Source: an optimization exercise on an open RTL-to-GDS flow (aim: small area, a short achievable clock period and few clock cycles). Production flows keep margins and buffers that such runs may drop.
RTL that was checked went through simulation tests only; none was proved equivalent to the original.
No activity file was given, so power comes from the tool's default toggle rates.

== P ==
Design software_timer_expiry_scan, start of the top module:
module software_timer_expiry_scan #(
	parameter int NUM_TIMERS = 32
) (
	input  wire logic         clk,
	input  wire logic         arst_n,
	input  wire logic         push,
	output      logic         full,
	input  wire logic [1:0]   mode,
	input  wire logic [4:0]   timer_id,
	input  wire logic [15:0]  deadline,
	input  wire logic [7:0]   payload,
	output      logic         empty,
	input  wire logic         pop,
	output      logic [4:0]   fired_timer,
	output      logic [7:0]   fired_payload,
	output      logic         last
);
For scale: roughly 3100 cells after synthesis, roughly 51 I/O pins, ~44000 sq um of cells after synthesis.
export LEC_CHECK = 0
export ABC_CLOCK_PERIOD_IN_PS = 2600
export CAP_MARGIN = 10
export CORE_MARGIN = 2
export CORE_UTILIZATION = 40
export CTS_CLUSTER_DIAMETER = 80
export CTS_CLUSTER_SIZE = 24
export SETUP_SLACK_MARGIN = 3.5
export SLEW_MARGIN = 10
export TNS_END_PERCENT = 20
create_clock -name core_clock -period 6.0 [get_ports {clk}]
standard.sh (not shown) runs the stock make flow with config.mk's settings and CLKGATE_MAP_FILE= SYNTH_SCRIPT=/design/flow/synth_recipe.tcl, a recipe that flattens the netlist after the stock synthesis.
==> flow/flow/run.sh <==
#!/bin/bash
# Layout flow: the standard flow (standard synthesis, ORFS place, CTS,
# route) with two changes: the port buffers are plain buf_4 cells instead of
# ORFS's default pick (a slow delay cell), and CTS inserts no dummy loads.
# Each tool's output goes to standard.log in this folder (and ORFS's own logs
# under orfs/logs).
set -o pipefail
export BUFFER_PORTS_ARGS="-buffer_cell sky130_fd_sc_hd__buf_4"
export CTS_ARGS="-sink_clustering_enable -repair_clock_nets -sink_clustering_size 24 -sink_clustering_max_diameter 80 -dont_use_dummy_load"
bash standard.sh > standard.log 2>&1
P finished every step from synthesis to the final layout, and the layout passed the timing, design-rule and antenna checks.
Testbench counts of P, summed over its fixed seeds: cycles 16,436.
### P -> Q
- changing TNS_END_PERCENT from 20 to 0
- changing SLEW_MARGIN from 10 to 20
- changing CAP_MARGIN from 10 to 20
- changing SETUP_SLACK_MARGIN from 3.5 to 3.3
[summary]
- Going from P to Q, fraction of standard cell area that is sequential rose by 0.52 points; minimum setup slack after placement now larger; number of post-CTS setup repair buffers fell by 8.
- Run comparison: Q kind of critical path flip-flop to flip-flop; P kind of critical path primary input to flip-flop
- Re tap cell count: no difference whatsoever between Q and P.
- Q -> P: power consumed by sequential cells flat
- Fraction of power spent switching nets delta (Q -> P): insignificant

---

software_timer_expiry_scan, a different RTL version from the one above (not shown whole).
Size: ~3,300 cells after synthesis, ~1,100 flip-flops.
==> flow/config.mk <==
export PLATFORM = sky130hd
export DESIGN_NAME = software_timer_expiry_scan
export DESIGN_NICKNAME = software_timer_expiry_scan
export VERILOG_FILES = /design/flow/design.v
export SDC_FILE = /design/flow/constraint.sdc
export NUM_CORES = 4
export LEC_CHECK = 0
export ABC_CLOCK_PERIOD_IN_PS = 2600
export CAP_MARGIN = 20
export CORE_MARGIN = 2
export CORE_UTILIZATION = 55
export CTS_CLUSTER_DIAMETER = 80
export CTS_CLUSTER_SIZE = 24
export SETUP_SLACK_MARGIN = 3.4
export SLEW_MARGIN = 20
export TNS_END_PERCENT = 5
==> flow/constraint.sdc <==
create_clock -name core_clock -period 6.0 [get_ports {clk}]
set_input_delay 1.2000 -clock core_clock [delete_from_list [all_inputs] [get_ports {clk}]]
set_output_delay 1.2000 -clock core_clock [all_outputs]
set_load 0.01 [all_outputs]
Scripts as last shown in full above: flow/flow/run.sh
Testbench counts at the start, summed over its fixed seeds: cycles 16,363.
Then changed:
Settings changed: CORE_UTILIZATION 55 to 40.
=> The changed run passed the timing, design-rule and antenna checks; critical path depth goes down by 2; clock-buffer cell count goes down by 2; routed wire length goes up by 2.7%; synthesized cell count is unchanged; area after synthesis stays the same; via count goes up by 0.98%; sequential power goes up by about 1%.

---

## build 13
RTL: one of the versions met above, not the one the previous note started from.
Design software_timer_expiry_scan, start of the top module:
module software_timer_expiry_scan #(
	parameter int NUM_TIMERS = 32
) (
	input  wire logic         clk,
	input  wire logic         arst_n,
	input  wire logic         push,
	output      logic         full,
	input  wire logic [1:0]   mode,
	input  wire logic [4:0]   timer_id,
	input  wire logic [15:0]  deadline,
	input  wire logic [7:0]   payload,
	output      logic         empty,
	input  wire logic         pop,
	output      logic [4:0]   fired_timer,
	output      logic [7:0]   fired_payload,
	output      logic         last
);
	logic [1:0]  cmd_op;
	logic [NUM_TIMERS-1:0] cmd_sel;
	logic        cmd_wait;
	logic [NUM_TIMERS-1:0] busy_nx;
	logic [15:0] cmd_deadline;
	logic        cmd_due;
	logic [15:0] nxt;
	logic        nxt_inc;
	logic [7:0]  cmd_payload;
	logic        cmd_valid;
	logic        cmd_take;
	logic [4:0]  res_id;
	logic [7:0]  res_payload;
	logic        res_last;
	logic        res_push;
	logic        res_full;
	swt_front #(
		.NUM_TIMERS(NUM_TIMERS)
	) u_front (
		.clk          (clk),
		.arst_n       (arst_n),
		.push         (push),
		.full         (full),
		.mode         (mode),
		.timer_id     (timer_id),
		.deadline     (deadline),
		.payload      (payload),
		.cmd_take     (cmd_take),
		.cmd_valid    (cmd_valid),
		.cmd_op       (cmd_op),
		.cmd_sel      (cmd_sel),
		.cmd_wait     (cmd_wait),
		.busy_nx      (busy_nx),
		.cmd_deadline (cmd_deadline),
		.cmd_due      (cmd_due),
		.nxt          (nxt),
		.nxt_inc      (nxt_inc),
		.cmd_payload  (cmd_payload)
	);
	swt_back #(
		.NUM_TIMERS(NUM_TIMERS)
	) u_back (
		.clk          (clk),
		.arst_n       (arst_n),
		.cmd_valid    (cmd_valid),
		.cmd_op       (cmd_op),
		.cmd_sel      (cmd_sel),
  ...
clock: 6.0 ns
lec_check: 0
abc_clock_period_in_ps: 2600
cap_margin: 20
core_margin: 2
core_utilization: 40
cts_cluster_diameter: 70
cts_cluster_size: 20
setup_slack_margin: 3.4
slew_margin: 20
tns_end_percent: 20
==> flow/flow/run.sh <==
#!/bin/bash
# Layout flow: the standard flow (standard synthesis, ORFS place, CTS,
# route) with two changes: the port buffers are plain buf_4 cells instead of
# ORFS's default pick (a slow delay cell), and CTS inserts no dummy loads.
# Each tool's output goes to standard.log in this folder (and ORFS's own logs
# under orfs/logs).
set -o pipefail
export BUFFER_PORTS_ARGS="-buffer_cell sky130_fd_sc_hd__buf_4"
export CTS_ARGS="-sink_clustering_enable -repair_clock_nets -sink_clustering_size 20 -sink_clustering_max_diameter 70 -dont_use_dummy_load"
bash standard.sh > standard.log 2>&1
Testbench counts of build 13, summed over its fixed seeds: cycles 16,436.
### build 13 -> build 30
Settings: swapping 20 for 24 in CTS_CLUSTER_SIZE; swapping 20 for 5 in SLEW_MARGIN; swapping 70 for 80 in CTS_CLUSTER_DIAMETER; swapping 20 for 5 in CAP_MARGIN.
-- flow/flow/run.sh --
<<< build 13, line 9
export CTS_ARGS="-sink_clustering_enable -repair_clock_nets -sink_clustering_size 20 -sink_clustering_max_diameter 70 -dont_use_dummy_load"
>>> build 30, line 9
export CTS_ARGS="-sink_clustering_enable -repair_clock_nets -sink_clustering_size 24 -sink_clustering_max_diameter 80 -dont_use_dummy_load"
==> notes.md <==
- The power in build 30 sits 0.42 mW below the value recorded for build 13.
- Build 30 — clock group total power 8.1% lower, build 13 as reference
- Row total power divided by cell area: build 30 lower / build 13 higher
- Sort build 30 and build 13 by synthesis-to-layout area growth asc -> top: build 30
### build 30 -> build 28
Settings: CAP_MARGIN: 5 -> 20; SLEW_MARGIN: 5 -> 20; SETUP_SLACK_MARGIN: 3.4 -> 3.5; TNS_END_PERCENT: 20 -> 50.
## What came out
Looking at build 30 and build 28, the number of cell rows is a wash. Build 30 -> build 28: share of total power consumed by net switching flat. Comparing build 30 and build 28, the lower via count of the first global-routing pass was measured on build 30. Compared with build 30, in build 28 sum of internal, switching and leakage power rose about 0.8%, sequential share of power fell 0.3 points. Worst slack at placement across build 30 and build 28: no real change. Comparing build 30 with build 28, the maximum ir drop on the vdd rail came out essentially unchanged.

---

Setup of 11-05:
software_timer_expiry_scan, a different RTL version from the one above (not shown whole).
Size in the first run: about 51 I/O pins, roughly 41000 µm² of cells after synthesis.
==> flow/design.v (excerpt) <==
module software_timer_expiry_scan #(
	parameter int NUM_TIMERS = 32
) (
	input  wire logic         clk,
	input  wire logic         arst_n,
	input  wire logic         push,
	output      logic         full,
	input  wire logic [1:0]   mode,
	input  wire logic [4:0]   timer_id,
	input  wire logic [15:0]  deadline,
	input  wire logic [7:0]   payload,
	output      logic         empty,
	input  wire logic         pop,
	output      logic [4:0]   fired_timer,
	output      logic [7:0]   fired_payload,
	output      logic         last
);
export LEC_CHECK = 0
export CAP_MARGIN = 20
export CORE_MARGIN = 2
export CORE_UTILIZATION = 40
export SLEW_MARGIN = 20
create_clock -name core_clock -period 6.0 [get_ports {clk}]
run.sh (not shown) runs the stock make flow with config.mk's settings and CLKGATE_MAP_FILE= SYNTH_SCRIPT=/design/flow/synth_recipe.tcl, a recipe that flattens the netlist after the stock synthesis.
Stock flow here: none of the scripts above is used.
The inputs of 04-17 differ from those of 11-05 as listed below.
- an added SETUP_SLACK_MARGIN of 2.0
- an added ABC_CLOCK_PERIOD_IN_PS of 3500
[summary]
As far as total power density per cell area is concerned, 11-05 and 04-17 perform about the same.
11-05 and 04-17 ended up with roughly the same cell area.
In the flow results for 11-05 and 04-17, the routed length per instance is larger on 11-05.
Compare 11-05 and 04-17 | estimated wirelength of the detail-placed design lower: 04-17
In the tables for 11-05 and 04-17, reported clock group power reads lower with 04-17.
Measured against each other, 11-05 and 04-17 differ in clock buffer count from CTS, the lower figure coming from 04-17.
Global routing usage on met2: 04-17 vs 11-05 — no meaningful difference
Comparing 04-17 with 11-05, the final standard cell count with taps included and fillers excluded came out essentially unchanged.
Compared with 11-05, 04-17 shows clock-buffer cell count lower by 1.
No functional check of the RTL was part of any run of this note.

---

## job 5157
RTL: one of the versions met above, not the one the previous note started from.
For scale: roughly 1100 flip-flops, about 51 I/O pins.
## software_timer_expiry_scan
module software_timer_expiry_scan #(
	parameter int NUM_TIMERS = 32
) (
	input  wire logic         clk,
	input  wire logic         arst_n,
	input  wire logic         push,
	output      logic         full,
	input  wire logic [1:0]   mode,
	input  wire logic [4:0]   timer_id,
	input  wire logic [15:0]  deadline,
	input  wire logic [7:0]   payload,
	output      logic         empty,
	input  wire logic         pop,
	output      logic [4:0]   fired_timer,
	output      logic [7:0]   fired_payload,
	output      logic         last
);
export LEC_CHECK = 0
export ABC_CLOCK_PERIOD_IN_PS = 2600
export CAP_MARGIN = 20
export CORE_MARGIN = 2
export CORE_UTILIZATION = 45
export CTS_CLUSTER_DIAMETER = 80
export CTS_CLUSTER_SIZE = 24
export SETUP_SLACK_MARGIN = 3.4
export SLEW_MARGIN = 20
export TNS_END_PERCENT = 20
create_clock -name core_clock -period 6.0 [get_ports {clk}]
standard.sh (not shown) runs the stock make flow with config.mk's settings and CLKGATE_MAP_FILE= SYNTH_SCRIPT=/design/flow/synth_recipe.tcl, a recipe that flattens the netlist after the stock synthesis.
==> flow/flow/run.sh <==
#!/bin/bash
# Layout flow: the standard flow (standard synthesis, ORFS place, CTS,
# route) with two changes: the port buffers are plain buf_4 cells instead of
# ORFS's default pick (a slow delay cell), and CTS inserts no dummy loads.
# Each tool's output goes to standard.log in this folder (and ORFS's own logs
# under orfs/logs).
set -o pipefail
export BUFFER_PORTS_ARGS="-buffer_cell sky130_fd_sc_hd__buf_4"
export CTS_ARGS="-sink_clustering_enable -repair_clock_nets -sink_clustering_size 24 -sink_clustering_max_diameter 80 -dont_use_dummy_load"
bash standard.sh > standard.log 2>&1
Testbench counts of job 5157, summed over its fixed seeds: cycles 16,436.
What job 6698 does differently from job 5157 at the input level:
# job 5157
export LEC_CHECK = 0
export ABC_CLOCK_PERIOD_IN_PS = 2600
export CAP_MARGIN = 20
export CORE_MARGIN = 2
export CORE_UTILIZATION = 45
export CTS_CLUSTER_DIAMETER = 80
export CTS_CLUSTER_SIZE = 24
export SETUP_SLACK_MARGIN = 3.4
export SLEW_MARGIN = 20
export TNS_END_PERCENT = 20
create_clock -name core_clock -period 6.0 [get_ports {clk}]
# job 6698
export LEC_CHECK = 0
export ABC_CLOCK_PERIOD_IN_PS = 2600
export CAP_MARGIN = 20
export CORE_MARGIN = 2
export CORE_UTILIZATION = 40
export CTS_CLUSTER_DIAMETER = 80
export CTS_CLUSTER_SIZE = 24
export SETUP_SLACK_MARGIN = 3.6
export SLEW_MARGIN = 20
export TNS_END_PERCENT = 5
create_clock -name core_clock -period 6.0 [get_ports {clk}]
### Flow results
Of the two values seen for cell with the largest stage delay on the worst path, nor4_1 was produced by job 6698 and nor4_4 by job 5157. Job 6698 vs job 5157 — clock share of power dropped 0.3 points. Side by side, combined global-route utilization of all metal layers turned out lower in job 6698 than in job 5157. Against job 5157, worst-case headroom to the max-slew limit in job 6698 came out better.
Setup changes, job 6698 to job 6420
# job 6698
export LEC_CHECK = 0
export ABC_CLOCK_PERIOD_IN_PS = 2600
export CAP_MARGIN = 20
export CORE_MARGIN = 2
export CORE_UTILIZATION = 40
export CTS_CLUSTER_DIAMETER = 80
export CTS_CLUSTER_SIZE = 24
export SETUP_SLACK_MARGIN = 3.6
export SLEW_MARGIN = 20
export TNS_END_PERCENT = 5
create_clock -name core_clock -period 6.0 [get_ports {clk}]
# job 6420
export LEC_CHECK = 0
export ABC_CLOCK_PERIOD_IN_PS = 2200
export CAP_MARGIN = 20
export CORE_MARGIN = 2
export CORE_UTILIZATION = 40
export CTS_CLUSTER_DIAMETER = 80
export CTS_CLUSTER_SIZE = 24
export SETUP_SLACK_MARGIN = 3.4
export SLEW_MARGIN = 20
export TNS_END_PERCENT = 5
create_clock -name core_clock -period 6.0 [get_ports {clk}]
==> comparison <==
- The final layout from job 6420, which completed every stage, passed the timing, design-rule and antenna checks at the end of the flow.
- Post-route core utilization delta for job 6420 relative to job 6698: 0.62 points lower
- Higher static leakage goes to job 6698 over job 6420.
- Relative to job 6698, the final cell area reported for job 6420 is lower.
- Against job 6698, total chip power in job 6420 fell slightly.
- Final cell count sits lower in job 6420 than in job 6698.

==> static timing again, ports no longer ideal <==
No port has a modelled driver above. Below, the same layouts with a new extraction and two added sets of constraints. Step 1, drivers: a clkbuf_16 drives clk and a buf_2 each remaining input, both assumed. Step 2 moves the port delays by t, midway between the first and last clock arrival at a register: inputs arrive t later, outputs are due t later. That takes back most of the time a late clock gives input paths. a / b / c = ideal / step 1 / step 2; a / b = the first two.
run	t, ns	slack for setup (ns)	hold WS [ns]	worst setup path at the end
P	0.706	3.405 / 3.396 / 2.745	0.480 / 0.480 / 0.480	input to register
Q	0.704	3.095 / 3.095 / 2.465	0.473 / 0.446 / 0.481	input to register
the first run of note 2	0.683	3.205 / 3.224 / 2.556	0.483 / 0.483 / 0.483	input to register
the second run of note 2	0.719	3.237 / 3.244 / 2.556	0.479 / 0.479 / 0.479	input to register
build 13	0.730	3.365 / 3.365 / 2.680	0.455 / 0.436 / 0.479	input to register
build 30	0.711	3.337 / 3.292 / 2.682	0.473 / 0.442 / 0.480	input to register
build 28	0.705	3.407 / 3.429 / 2.742	0.477 / 0.477 / 0.477	input to register
11-05	0.731	1.683 / 1.683 / 1.683	0.445 / 0.445 / 0.445	register to register
04-17	0.725	1.972 / 1.972 / 1.972	0.454 / 0.429 / 0.454	register to register
job 5157	0.695	3.296 / 3.267 / 2.648	0.448 / 0.426 / 0.454	input to register
job 6698	0.710	3.344 / 3.340 / 2.674	0.472 / 0.472 / 0.472	input to register
job 6420	0.702	3.302 / 3.233 / 2.802	0.478 / 0.450 / 0.481	input to register
After both steps setup and hold are still met in every run listed. For build 13, which loses most, drivers alone change the setup slack by 0.000 ns; drivers and shift together by -0.685 ns.
